What follows belongs to an exercise in optimizing a design on an open flow for small area; a production flow would make more cautious choices. Only simulation tests tie the RTL to the original design; equivalence was not proved. Power is estimated from default activity; no workload was simulated.

==> flow/design.v <==
`timescale 1ns/10ps
package lbus_rx_pkg;
	localparam int seg_count = 4;
	localparam int seg_bytes = 16;
	localparam int mty_width = 4;
	localparam int beat_bytes = seg_count * seg_bytes;
	typedef logic [seg_bytes*8-1:0] seg_data_t;
	typedef logic [seg_bytes-1:0] seg_keep_t;
	typedef logic [mty_width-1:0] seg_mty_t;
	typedef logic [beat_bytes*8-1:0] beat_data_t;
	typedef logic [beat_bytes-1:0] beat_keep_t;
endpackage
`timescale 1ns/10ps
module lbus_seg_decode (
	input logic rx_clk,
	input logic rst_n,
	input logic [lbus_rx_pkg::beat_bytes*8-1:0] rx_lbus_data,
	output logic [lbus_rx_pkg::beat_bytes*8-1:0] beat_data
);
	localparam int seg_bits = lbus_rx_pkg::seg_bytes * 8;
	localparam int seg_count = lbus_rx_pkg::seg_count;
	logic [lbus_rx_pkg::beat_bytes*8-1:0] data_1;
	always_ff @(posedge rx_clk) begin
		for (int k = 0; k < seg_count; k++)
			data_1[(seg_count-1-k)*seg_bits +: seg_bits] <= rx_lbus_data[k*seg_bits +: seg_bits];
		beat_data <= data_1;
	end
endmodule
`timescale 1ns/10ps
`timescale 1ns/10ps
`timescale 1ns/10ps
module lbus_rx_top #(
	parameter int rx_input_reg = 0,
	parameter int big_endian = 1
) (
	input logic rx_clk,
	input logic rst_n,
	input logic [lbus_rx_pkg::seg_count*lbus_rx_pkg::seg_bytes*8-1:0] rx_lbus_data,
	input logic [lbus_rx_pkg::seg_count-1:0] rx_lbus_ena,
	input logic [lbus_rx_pkg::seg_count-1:0] rx_lbus_eop,
	input logic [lbus_rx_pkg::seg_count*lbus_rx_pkg::mty_width-1:0] rx_lbus_mty,
	input logic [lbus_rx_pkg::seg_count-1:0] rx_lbus_err,
	output logic [lbus_rx_pkg::beat_bytes*8-1:0] m_axis_tdata,
	output logic [lbus_rx_pkg::beat_bytes-1:0] m_axis_tkeep,
	output logic m_axis_tlast,
	output logic m_axis_tvalid,
	output logic m_axis_tuser
);
	localparam int seg_count = lbus_rx_pkg::seg_count;
	logic [seg_count-1:0] ena_1, ena_2;
	logic [seg_count*4-1:0] ncnt_1, ncnt_2;
	logic last_1, last_2;
	logic user_1, user_2;
	logic pkt_err;
	logic any_valid;
	logic any_last;
	logic any_err;
	assign any_valid = |rx_lbus_ena;
	assign any_last = |(rx_lbus_ena & rx_lbus_eop);
	assign any_err = |(rx_lbus_ena & rx_lbus_err);
	lbus_seg_decode i_decode (
		.rx_clk(rx_clk),
		.rst_n(rst_n),
		.rx_lbus_data(rx_lbus_data),
		.beat_data(m_axis_tdata)
	);
	always_ff @(posedge rx_clk) begin
		for (int k = 0; k < seg_count; k++)
			ncnt_1[4*k +: 4] <= ~(rx_lbus_mty[4*k +: 4] & {4{rx_lbus_eop[k]}});
		last_1 <= any_last;
		user_1 <= any_last & (pkt_err | any_err);
		ncnt_2 <= ncnt_1;
		last_2 <= last_1;
		user_2 <= user_1;
	end
	always_ff @(posedge rx_clk or negedge rst_n) begin
		if (!rst_n) begin
			ena_1 <= '0;
			ena_2 <= '0;
			pkt_err <= 1'b0;
		end else begin
			ena_1 <= rx_lbus_ena;
			ena_2 <= ena_1;
			if (any_valid) begin
				pkt_err <= !any_last & (pkt_err | any_err);
			end
		end
	end
	for (genvar k = 0; k < seg_count; k++) begin : g_seg
		logic e;
		logic na1, na0, nb1, nb0;
		logic [3:0] ng;  
		logic [2:0] nt;  
		logic [15:0] keep;
		assign e = ena_2[k];
		assign {na1, na0, nb1, nb0} = ncnt_2[4*k +: 4];
		assign ng[0] = ~(e & na1 & na0);
		assign ng[1] = ~(e & na1);
		assign ng[2] = ~(e & (na1 | na0));
		assign ng[3] = ~e;
		assign nt[0] = ~(nb1 & nb0);
		assign nt[1] = ~nb1;
		assign nt[2] = ~(nb1 | nb0);
		for (genvar h = 0; h < 4; h++) begin : g_grp
			for (genvar l = 0; l < 3; l++) begin : g_lane
				if (h == 0) begin : g_first
					assign keep[l] = ~(ng[0] | nt[l]);
				end else begin : g_rest
					assign keep[4*h+l] = ~(ng[h] | (ng[h-1] & nt[l]));
				end
			end
			assign keep[4*h+3] = ~ng[h];
		end
		assign m_axis_tkeep[(seg_count-1-k)*lbus_rx_pkg::seg_bytes +: lbus_rx_pkg::seg_bytes] = keep;
	end
	assign m_axis_tvalid = |ena_2;
	assign m_axis_tlast = last_2;
	assign m_axis_tuser = user_2;
endmodule
==> flow/config.mk <==
export PLATFORM = sky130hd
export DESIGN_NAME = lbus_rx_top
export DESIGN_NICKNAME = lbus_rx_top
export VERILOG_FILES = /design/flow/design.v
export SDC_FILE = /design/flow/constraint.sdc
export NUM_CORES = 4
export LEC_CHECK = 0
export ABC_AREA = 1
export CAP_MARGIN = 20
export CORE_AREA = 5 5 555 125
export DIE_AREA = 0 0 560 130
export SLEW_MARGIN = 20
==> flow/constraint.sdc <==
create_clock -name core_clock -period 3.5 [get_ports {rx_clk}]
set_input_delay 0.7000 -clock core_clock [delete_from_list [all_inputs] [get_ports {rx_clk}]]
set_output_delay 0.7000 -clock core_clock [all_outputs]
set_load 0.01 [all_outputs]
standard.sh (not shown) runs the stock make flow with config.mk's settings and CLKGATE_MAP_FILE= SYNTH_SCRIPT=/design/flow/synth_recipe.tcl, a recipe that flattens the netlist after the stock synthesis.
==> flow/flow/run.sh <==
#!/bin/bash
# The standard layout, with an area-oriented ABC script in synthesis, the
# port buffers and the clock tree built from small cells. Runs in the standard flow's
# work folder; each tool's output goes to a log here.
set -euo pipefail
cat flow/synth_head.tcl synth_recipe.tcl > area_synth.tcl
export AREA_ABC_SCRIPT="$PWD/flow/area.script"
export BUFFER_PORTS_ARGS="-buffer_cell sky130_fd_sc_hd__buf_1"
export CTS_ARGS="-sink_clustering_enable -repair_clock_nets -dont_use_dummy_load -root_buf sky130_fd_sc_hd__clkbuf_16 -buf_list {sky130_fd_sc_hd__clkbuf_8} -sink_clustering_size 18 -sink_clustering_max_diameter 120 -distance_between_buffers 2000"
bash standard.sh "SYNTH_SCRIPT=$PWD/area_synth.tcl" finish > standard.log 2>&1
==> flow/flow/area.script <==
strash
&get -n
&st
&synch2
&if -K 6 -a
&mfs
&st
&dch -f
&nf -a -R 1000
&put
topo
stime -c
==> flow/flow/synth_head.tcl <==
# Prepended to the standard flow's synthesis script: the same synthesis, except that the
# technology mapping uses area.script (an area-oriented ABC script) in place
# of ORFS's own.
proc abc {args} {
  set i [lsearch -exact $args -script]
  if {$i >= 0} { lset args [expr {$i+1}] $::env(AREA_ABC_SCRIPT) }
  yosys abc {*}$args
}
Next try:
==> flow/flow/run.sh (replaced) <==
#!/bin/bash
# The standard layout, with the port buffers and the clock tree built from
# small cells. Runs in the standard flow's work folder; each tool's output goes to a log here.
set -euo pipefail
export BUFFER_PORTS_ARGS="-buffer_cell sky130_fd_sc_hd__buf_1"
export CTS_ARGS="-sink_clustering_enable -repair_clock_nets -dont_use_dummy_load -root_buf sky130_fd_sc_hd__clkbuf_16 -buf_list {sky130_fd_sc_hd__clkbuf_8} -sink_clustering_size 18 -sink_clustering_max_diameter 120"
bash standard.sh finish > standard.log 2>&1
--- a/flow/config.mk
+++ b/flow/config.mk
@@ -9,4 +9,4 @@
 export CAP_MARGIN = 20
-export CORE_AREA = 5 5 555 125
-export DIE_AREA = 0 0 560 130
+export CORE_AREA = 5 5 385 385
+export DIE_AREA = 0 0 390 390
 export SLEW_MARGIN = 20
removed: flow/flow/area.script
removed: flow/flow/synth_head.tcl
Result:
- The new run passed the timing, DRC and antenna checks
- final area came out higher by a few percent
- cell count goes up by a quarter to a third
- worst setup slack loses 320 ps
- maximum frequency fell by roughly a tenth
- die area is higher by well over a third
- routed wire length climbs slightly
- hold slack improved by 26 ps
- core utilization went down by 23 points
Next try:
==> flow/flow/run.sh (replaced) <==
#!/bin/bash
# The standard layout, with the port buffers and the clock tree built from
# small cells. Runs in the standard flow's work folder; each tool's output goes to a log here.
set -euo pipefail
export BUFFER_PORTS_ARGS="-buffer_cell sky130_fd_sc_hd__buf_1"
export CTS_ARGS="-sink_clustering_enable -repair_clock_nets -dont_use_dummy_load -root_buf sky130_fd_sc_hd__clkbuf_16 -buf_list {sky130_fd_sc_hd__clkbuf_8} -sink_clustering_size 18 -sink_clustering_max_diameter 160"
bash standard.sh finish > standard.log 2>&1
--- a/flow/config.mk
+++ b/flow/config.mk
@@ -9,4 +9,4 @@
 export CAP_MARGIN = 20
-export CORE_AREA = 5 5 385 385
-export DIE_AREA = 0 0 390 390
+export CORE_AREA = 5 5 555 125
+export DIE_AREA = 0 0 560 130
 export SLEW_MARGIN = 20
=> Combinational power came out lower by about 1%; routed wire length came out lower by 6.9%; synthesized cell count is unchanged; setup slack improved by 490 ps; sequential cell count stays the same; die area came out lower by 52%.
Next try:
==> flow/flow/run.sh (replaced) <==
#!/bin/bash
# The standard layout, with the port buffers and the clock tree built from
# small cells. Runs in the standard flow's work folder; each tool's output goes to a log here.
set -euo pipefail
export BUFFER_PORTS_ARGS="-buffer_cell sky130_fd_sc_hd__buf_1"
export CTS_ARGS="-sink_clustering_enable -repair_clock_nets -dont_use_dummy_load -root_buf sky130_fd_sc_hd__clkbuf_16 -buf_list {sky130_fd_sc_hd__clkbuf_8} -sink_clustering_size 20 -sink_clustering_max_diameter 90"
bash standard.sh finish > standard.log 2>&1
--- a/flow/config.mk
+++ b/flow/config.mk
@@ -9,4 +9,4 @@
 export CAP_MARGIN = 20
-export CORE_AREA = 5 5 555 125
-export DIE_AREA = 0 0 560 130
+export CORE_AREA = 5 5 385 385
+export DIE_AREA = 0 0 390 390
 export SLEW_MARGIN = 20
Result: The new run passed the timing, DRC and antenna checks; hold slack loses 22 ps; global-route usage falls by 12 points; non-clock buffer count rises by 1; routed wire length rises by about 7%; die area rises by 110%; sequential power stays flat; cell count rises by 31%; area after synthesis stays the same.
Next try:
==> flow/flow/run.sh (replaced) <==
#!/bin/bash
# The standard layout, with an area-oriented ABC script in synthesis, the
# port buffers and the clock tree built from small cells. Runs in the standard flow's
# work folder; each tool's output goes to a log here.
set -euo pipefail
cat flow/synth_head.tcl synth_recipe.tcl > area_synth.tcl
export AREA_ABC_SCRIPT="$PWD/flow/area.script"
export BUFFER_PORTS_ARGS="-buffer_cell sky130_fd_sc_hd__buf_1"
export CTS_ARGS="-sink_clustering_enable -repair_clock_nets -dont_use_dummy_load -root_buf sky130_fd_sc_hd__clkbuf_16 -buf_list {sky130_fd_sc_hd__clkbuf_8} -sink_clustering_size 18 -sink_clustering_max_diameter 120"
bash standard.sh "SYNTH_SCRIPT=$PWD/area_synth.tcl" finish > standard.log 2>&1
==> flow/flow/area.script (new file) <==
strash
&get -n
&st
&synch2
&if -K 6 -a
&mfs
&st
&dch -f
&nf -a -R 1000
&put
topo
stime -c
==> flow/flow/synth_head.tcl (new file) <==
# Prepended to the standard flow's synthesis script: the same synthesis, except that the
# technology mapping uses area.script (an area-oriented ABC script) in place
# of ORFS's own.
proc abc {args} {
  set i [lsearch -exact $args -script]
  if {$i >= 0} { lset args [expr {$i+1}] $::env(AREA_ABC_SCRIPT) }
  yosys abc {*}$args
}
--- a/flow/config.mk
+++ b/flow/config.mk
@@ -9,4 +9,4 @@
 export CAP_MARGIN = 20
-export CORE_AREA = 5 5 385 385
-export DIE_AREA = 0 0 390 390
+export CORE_AREA = 5 5 555 125
+export DIE_AREA = 0 0 560 130
 export SLEW_MARGIN = 20
Effect:
- The changed run finished clean
- total power came out lower slightly
- combinational power came out higher by a few percent
- wire length came out lower slightly
- fmax came out higher by roughly a tenth
- final area came out lower by a few percent
- critical path depth stays the same
- via count came out lower slightly

re-timing with driven ports:
No port has a modelled driver above. Below, the same layouts with a new extraction and two added sets of constraints.
Step 1 (the two cells are an assumption about what drives the block):
set clk [get_ports {rx_clk}]
set_driving_cell -lib_cell sky130_fd_sc_hd__clkbuf_16 $clk
set_driving_cell -lib_cell sky130_fd_sc_hd__buf_2 [delete_from_list [all_inputs] $clk]
Step 2 also shifts input and output timing later by t, the mid clock arrival at the registers, as if the neighbouring blocks saw the same clock.
Slacks: ideal / step 1 / step 2; pairs: ideal / step 1.
run	shift t [ns]	slack for setup (ns)	latest minus earliest clock arrival (ns)	worst data-port slew with drivers (ns)
the first run	0.636	0.817 / 0.769 / 1.405	0.066 / 0.066	0.36
the second run	0.661	0.500 / 0.439 / 1.100	0.072 / 0.072	0.34
the third run	0.637	0.992 / 0.941 / 1.578	0.069 / 0.070	0.25
the fourth run	0.652	0.508 / 0.449 / 1.101	0.095 / 0.094	0.34
the fifth run	0.645	0.808 / 0.761 / 1.406	0.066 / 0.066	0.36
After both steps every run listed still meets setup and hold.
